What follows belongs to an exercise in optimizing a design on an open flow for small area; a production flow would make more cautious choices. Function was checked by simulation only, so behaviour that the tests miss may differ from the original. Power figures rest on the tool's default switching activity, not on a simulated workload.

===== config.mk =====
export PLATFORM = sky130hd
export DESIGN_NAME = regfile_mp
export DESIGN_NICKNAME = regfile_mp
export VERILOG_FILES = /design/flow/design.v
export SDC_FILE = /design/flow/constraint.sdc
export NUM_CORES = 4
export LEC_CHECK = 0
export CAP_MARGIN = 20
export CORE_MARGIN = 2
export CORE_UTILIZATION = 40
export SLEW_MARGIN = 20

===== constraint.sdc =====
create_clock -name core_clock -period 6.0 [get_ports {clk}]
set_input_delay 1.2000 -clock core_clock [delete_from_list [all_inputs] [get_ports {clk}]]
set_output_delay 1.2000 -clock core_clock [all_outputs]
set_load 0.01 [all_outputs]

===== design.v =====
module regfile_mp #(
  parameter  int XLEN = 32,
  parameter  int NREG = 32,
  parameter  int NRP  = 2,
  parameter  int NWP  = 2,
  localparam int AW   = $clog2(NREG)
) (
  input  logic                clk,
  input  logic                rst_n,
  input  logic [NWP-1:0]      we,
  input  logic [NWP*AW-1:0]   wa,
  input  logic [NWP*XLEN-1:0] wd,
  input  logic [NRP*AW-1:0]   ra,
  output logic [NRP*XLEN-1:0] rd,
  output logic                ready
);
  typedef enum logic {S_CLEAR, S_READY} state_t;
  state_t          r_state, w_state_nxt;
  logic [AW-1:0]   r_cnt, w_cnt_nxt;
  logic            w_clr_we;
  logic            w_ready;
  logic [XLEN-1:0] r_mem [NREG];
  always_ff @(posedge clk) begin
    if (!rst_n) begin
      r_state <= S_CLEAR;
      r_cnt   <= AW'(1);
    end else begin
      r_state <= w_state_nxt;
      r_cnt   <= w_cnt_nxt;
    end
  end
  always_comb begin
    w_state_nxt = r_state;
    w_cnt_nxt   = r_cnt;
    w_clr_we    = 1'b0;
    w_ready     = 1'b0;
    case (r_state)
      S_CLEAR: begin
        w_clr_we  = 1'b1;
        w_cnt_nxt = r_cnt + AW'(1);
        if (r_cnt == AW'(NREG - 1)) w_state_nxt = S_READY;
      end
      S_READY: w_ready = 1'b1;
      default: w_state_nxt = S_CLEAR;
    endcase
  end
  assign ready = w_ready;
  always_ff @(posedge clk) begin
    if (rst_n) begin
      if (w_clr_we) begin
        r_mem[r_cnt] <= '0;
      end else if (w_ready) begin
        for (int p = 0; p < NWP; p++) begin
          if (we[p] && (wa[p*AW +: AW] != '0))
            r_mem[wa[p*AW +: AW]] <= wd[p*XLEN +: XLEN];
        end
      end
    end
  end
  for (genvar g = 0; g < NRP; g++) begin : g_rd
    logic [AW-1:0]   w_ra;
    logic [XLEN-1:0] w_val;
    assign w_ra = ra[g*AW +: AW];
    always_comb begin
      w_val = r_mem[w_ra];
      if (!w_ready || (w_ra == '0)) w_val = '0;
    end
    assign rd[g*XLEN +: XLEN] = w_val;
  end
endmodule

===== run.sh =====
#!/bin/bash
# synth_recipe.tcl (not shown) runs the flow's synth.tcl, then flattens the netlist and writes it again
# the make line also repeats each setting of config.mk as NAME=value (left out here)
make -C /OpenROAD-flow-scripts/flow DESIGN_CONFIG=/design/flow/config.mk WORK_HOME=/design/flow/orfs CLKGATE_MAP_FILE= SYNTH_SCRIPT=/design/flow/synth_recipe.tcl finish

==> results.toml <==
[synth]
synthesis.nets = 4360
synthesis.area_per_instance_sq_um = 14.3
synthesis.yosys.warnings = 1
postSynthCellCount = 4270
synth_flop_cell = "edfxtp_1"
synth.mux.area_fraction = 0.361
complex_gate_fraction_of_the_synthesized_area = 0.0501
synthXorXnorAreaFrac = 0.000430
yosys.cell_types.count = 59
post_synthesis_simple_gate_area_fraction = 0.0426
combinational_family_with_the_most_area_after_synthesis = "multiplexers"
synth_seq_area_share = 0.505
synth_enable_flop_cells = 1024
async_reset_ff_frac = 0
ys_ff_latch = 1030
post_synth_instance_area_sq_um = 61100
yosys.area_share.adder = 0.000410

[floorplan]
floorplan.die_area_sq_um = 156000
floorplan.die.width_um = 395
die-height_um = 395
num_io_pins = 153
rows = 143
initial_utilization = 0.403
core_area_sq_um = 152000

[cells_and_area]
fin_cells = 6347
final_common_cell = "edfxtp_1"
area.growth.synth_to_final_pct = 13.2
layout.cells.most_common_list = "1,024 x edfxtp_1, 974 x mux2_2, 522 x mux2i_1"
finalNetCount = 4308
filler_cell_count = 13485
share_of_layout_cells_above_drive_strength_1 = 0.399

[clock_tree]
post-cts-setup-buffers = 0
cts_repair_resize_count = 0
clk_pin_slew_ns = 0.06
hold_bufs_at_cts = 0
cts-root-buf = "clkbuf_16"
numCtsBuffers = 116
tritoncts = "built"
worst_skew_pair.late_latency_ns = 0.78
clock_path_buffers = 3
h-tree-depth = 3
cts_sinks = 1030

[global_route]
antenna_violations_before_repair = 10
global_route.usage.total = 0.303
grt_pass1_wl_um = 334000
grt_max_degree = 71
total_global_routing_overflow = 0
via_count_of_the_first_global_routing_pass = 41705

[sta]
setup_viol = 0
fin_crit_sh = 0.915
least_margin_pin_slew_ns = 1.17
totalNegativeSetupSlack_ns = 0
final_period_minus_worst_setup_slack_ns = 5.49
rsz_0062_raised_after_global_routing = "no"
maxSlewHeadroom = 0.218
timing.clock.skew_ns = 0.0514
timing.final.hold_violations = 0
fmaxAchievable_mhz = 182
timing_max_transition_violations_final = 0
final.setup.worst_slack_ns = 0.508

[min_path]
worstHoldStart = "r_cnt[1]$_SDFFE_PN0N_"
min_delay_path_depth = 2
hold_path_end = "r_cnt[1]$_SDFFE_PN0N_"
hp_class = "reg -> reg"

[detailed_routing]
vias = 42716
detailedRoute.firstPassIterationCount = 8
wire_per_inst_um = 38.1
initialDrtViolationCount = 5845
detail_route.wirelength_um = 242000
avgViaCountPerCell = 6.73
drtAntennaViolNets = 0
detail_route.drc_violations = 0

[setup_path]
startpoint_type = "input pin"
required_ns = 4.80
path_max_fanout = 14
worst_r2r_startpoint = "r_state$_SDFF_PN0_"
timing.critical_path.mode_cell = "clkdlybuf4s50_1"
worst-r2r-setup-slack_ns = 2.10
critical-path-slowest-cell = "nand3_2"
cp_data_arrival_time_ns = 4.29
worstRegToRegCells = 7
cp-end-kind = "primary output"
timing.setup.critical_path_class = "in -> out"
rr_endpoint = "r_mem[28][10]$_DFFE_PP_"
cpPeakStageDelay_ns = 0.84
cp_cell_sequence = "clkdlybuf4s50_1, nand3_2, buf_12, a21oi_1, nand3_1, nand4_1, clkdlybuf4s50_1"

[placement]
numPlacedInstances = 6129
finalWeightedCongestion = 0.871
hpwl_um = 139000
numPortBuffers = 152
detailedPlace.worstSlack_ns = 0.586

[pwr]
vdd_ir_drop_max_mv = 0.236
p_leak_nw = 25.3
report.power.total_mw = 15.9
power-per-cell-area_nw_per_um2 = 230

[job]
max-cap-violations = 0

[outcome]
status = "complete, no violations"
-- power by group --
group	leakage, nW	switching, mW	internal [mW]
registers	9.74	0.0332	7.87
clock network	1.71	3.08	3.71
logic	13.9	0.765	0.421
total	25.3	3.88	12.0
-- worst max-delay path by stage --
stage,from,to
after floorplan,we[0],r_mem[16][0]$_DFFE_PP_
after global placement,ra[1],rd[18]
after detailed placement,ra[3],rd[12]
after CTS,ra[3],rd[12]
after global routing,ra[3],rd[12]
final,ra[3],rd[1]
-- per-layer routing --
layer	global-route usage	part of all wire	wire [um]	vias up
li1	-	-	-	16960
met1	0.398	0.38	91600	22180
met2	0.475	0.46	111000	2904
met3	0.0600	0.10	24600	664
met4	0.162	0.060	14600	8
met5	0	0.00017	42	-
-- cell usage after synthesis (3+ instances only) --
| master | instances | area share |
|---|---|---|
| a32o_1 | 8 | 0.0013 |
| inv_1 | 4 | 0.00025 |
| nor3_1 | 6 | 0.00049 |
| mux2_2 | 974 | 0.18 |
| nand2_1 | 112 | 0.0069 |
| mux2i_1 | 522 | 0.086 |
| nor2b_1 | 15 | 0.0015 |
| a22o_1 | 45 | 0.0065 |
| nor2_2 | 9 | 0.00092 |
| a21oi_1 | 108 | 0.0088 |
| mux2_1 | 19 | 0.0035 |
| dfxtp_1 | 6 | 0.0020 |
| o32a_1 | 3 | 0.00049 |
| nor3_2 | 3 | 0.00049 |
| nor4bb_1 | 4 | 0.00066 |
| o21ai_0 | 8 | 0.00066 |
| clkbuf_1 | 240 | 0.015 |
| o22ai_1 | 19 | 0.0019 |
| nand2b_1 | 6 | 0.00061 |
| buf_4 | 36 | 0.0044 |
| nor2_1 | 25 | 0.0015 |
| a31oi_1 | 55 | 0.0056 |
| buf_1 | 14 | 0.00086 |
| and4b_1 | 4 | 0.00066 |
| nand4_1 | 59 | 0.0060 |
| and2_1 | 38 | 0.0039 |
| and3_1 | 11 | 0.0011 |
| clkbuf_2 | 25 | 0.0020 |
| mux4_2 | 252 | 0.093 |
| edfxtp_1 | 1024 | 0.50 |
| nor3b_1 | 4 | 0.00049 |
| nand3_1 | 182 | 0.015 |
| o21bai_1 | 6 | 0.00074 |
| buf_2 | 211 | 0.017 |
| a22oi_1 | 181 | 0.022 |
-- state kept, by name, summed over array words and instances (netlist names) --
name / cells
r_cnt: 5
r_mem: 1024
r_state: 1
-- critical path: cells and delay by family --
| family | cells | cell delay, ns |
|---|---|---|
| buf+inv | 3 | 1.78 |
| simple gates | 3 | 1.14 |
| compound gates | 1 | 0.14 |
-- layout make-up --
| class | instances | area [sq um] | area share |
|---|---|---|---|
| multi-input combinational | 2709 | 28600 | 0.414 |
| sequential | 1030 | 30900 | 0.446 |
| inverter | 4 | 15.0 | 0.000217 |
| timing repair buffer | 357 | 3570 | 0.0516 |
| clock buffer | 134 | 2990 | 0.0433 |
| tap | 2030 | 2540 | 0.0367 |
| clock inverter | 79 | 497 | 0.00718 |
| antenna | 4 | 10.0 | 0.000145 |
-- through the flow --
step                      utilization  hold WS, ns  area (sq um)
final                           0.456        0.612         69100
after CTS                       0.456        0.612         69200
after global routing            0.456        0.674         69100
after global placement          0.432        0.594         65600
after floorplan                     -        0.545         61100
after detailed placement        0.433        0.601         65700
-- cells by family after synthesis --
| kind of cell | Yosys count |
|---|---|
| muxes | 1767 |
| DFF | 1030 |
| buffers and inverters | 531 |
| and+or+nand+nor | 492 |
| AOI/OAI and AO/OA | 445 |
| xor gates and xnor gates | 3 |
| adders and majority gates | 2 |

what the ideal ports hide:
The flow's constraints put no driver on any port. The routed layout listed below was extracted and timed again, unchanged, in two steps. Step 1: set_driving_cell puts a clkbuf_16 on clk and a buf_2 on each other input, an assumption about the parent block. Step 2 moves the port delays by t, midway between the first and last clock arrival at a register: inputs arrive t later, outputs are due t later. That takes back most of the time a late clock gives input paths. a / b / c = ideal ports / drivers / drivers and shift; a / b = the first two.
t (ns): 0.830
slack for setup (ns): 0.508 / 0.453 / 0.453
worst setup path at the end: input to output
latest minus earliest clock arrival (ns): 0.058 / 0.058
After both steps this run still meets setup and hold. For this run, drivers alone change the setup slack by -0.055 ns; drivers and shift together by -0.055 ns.
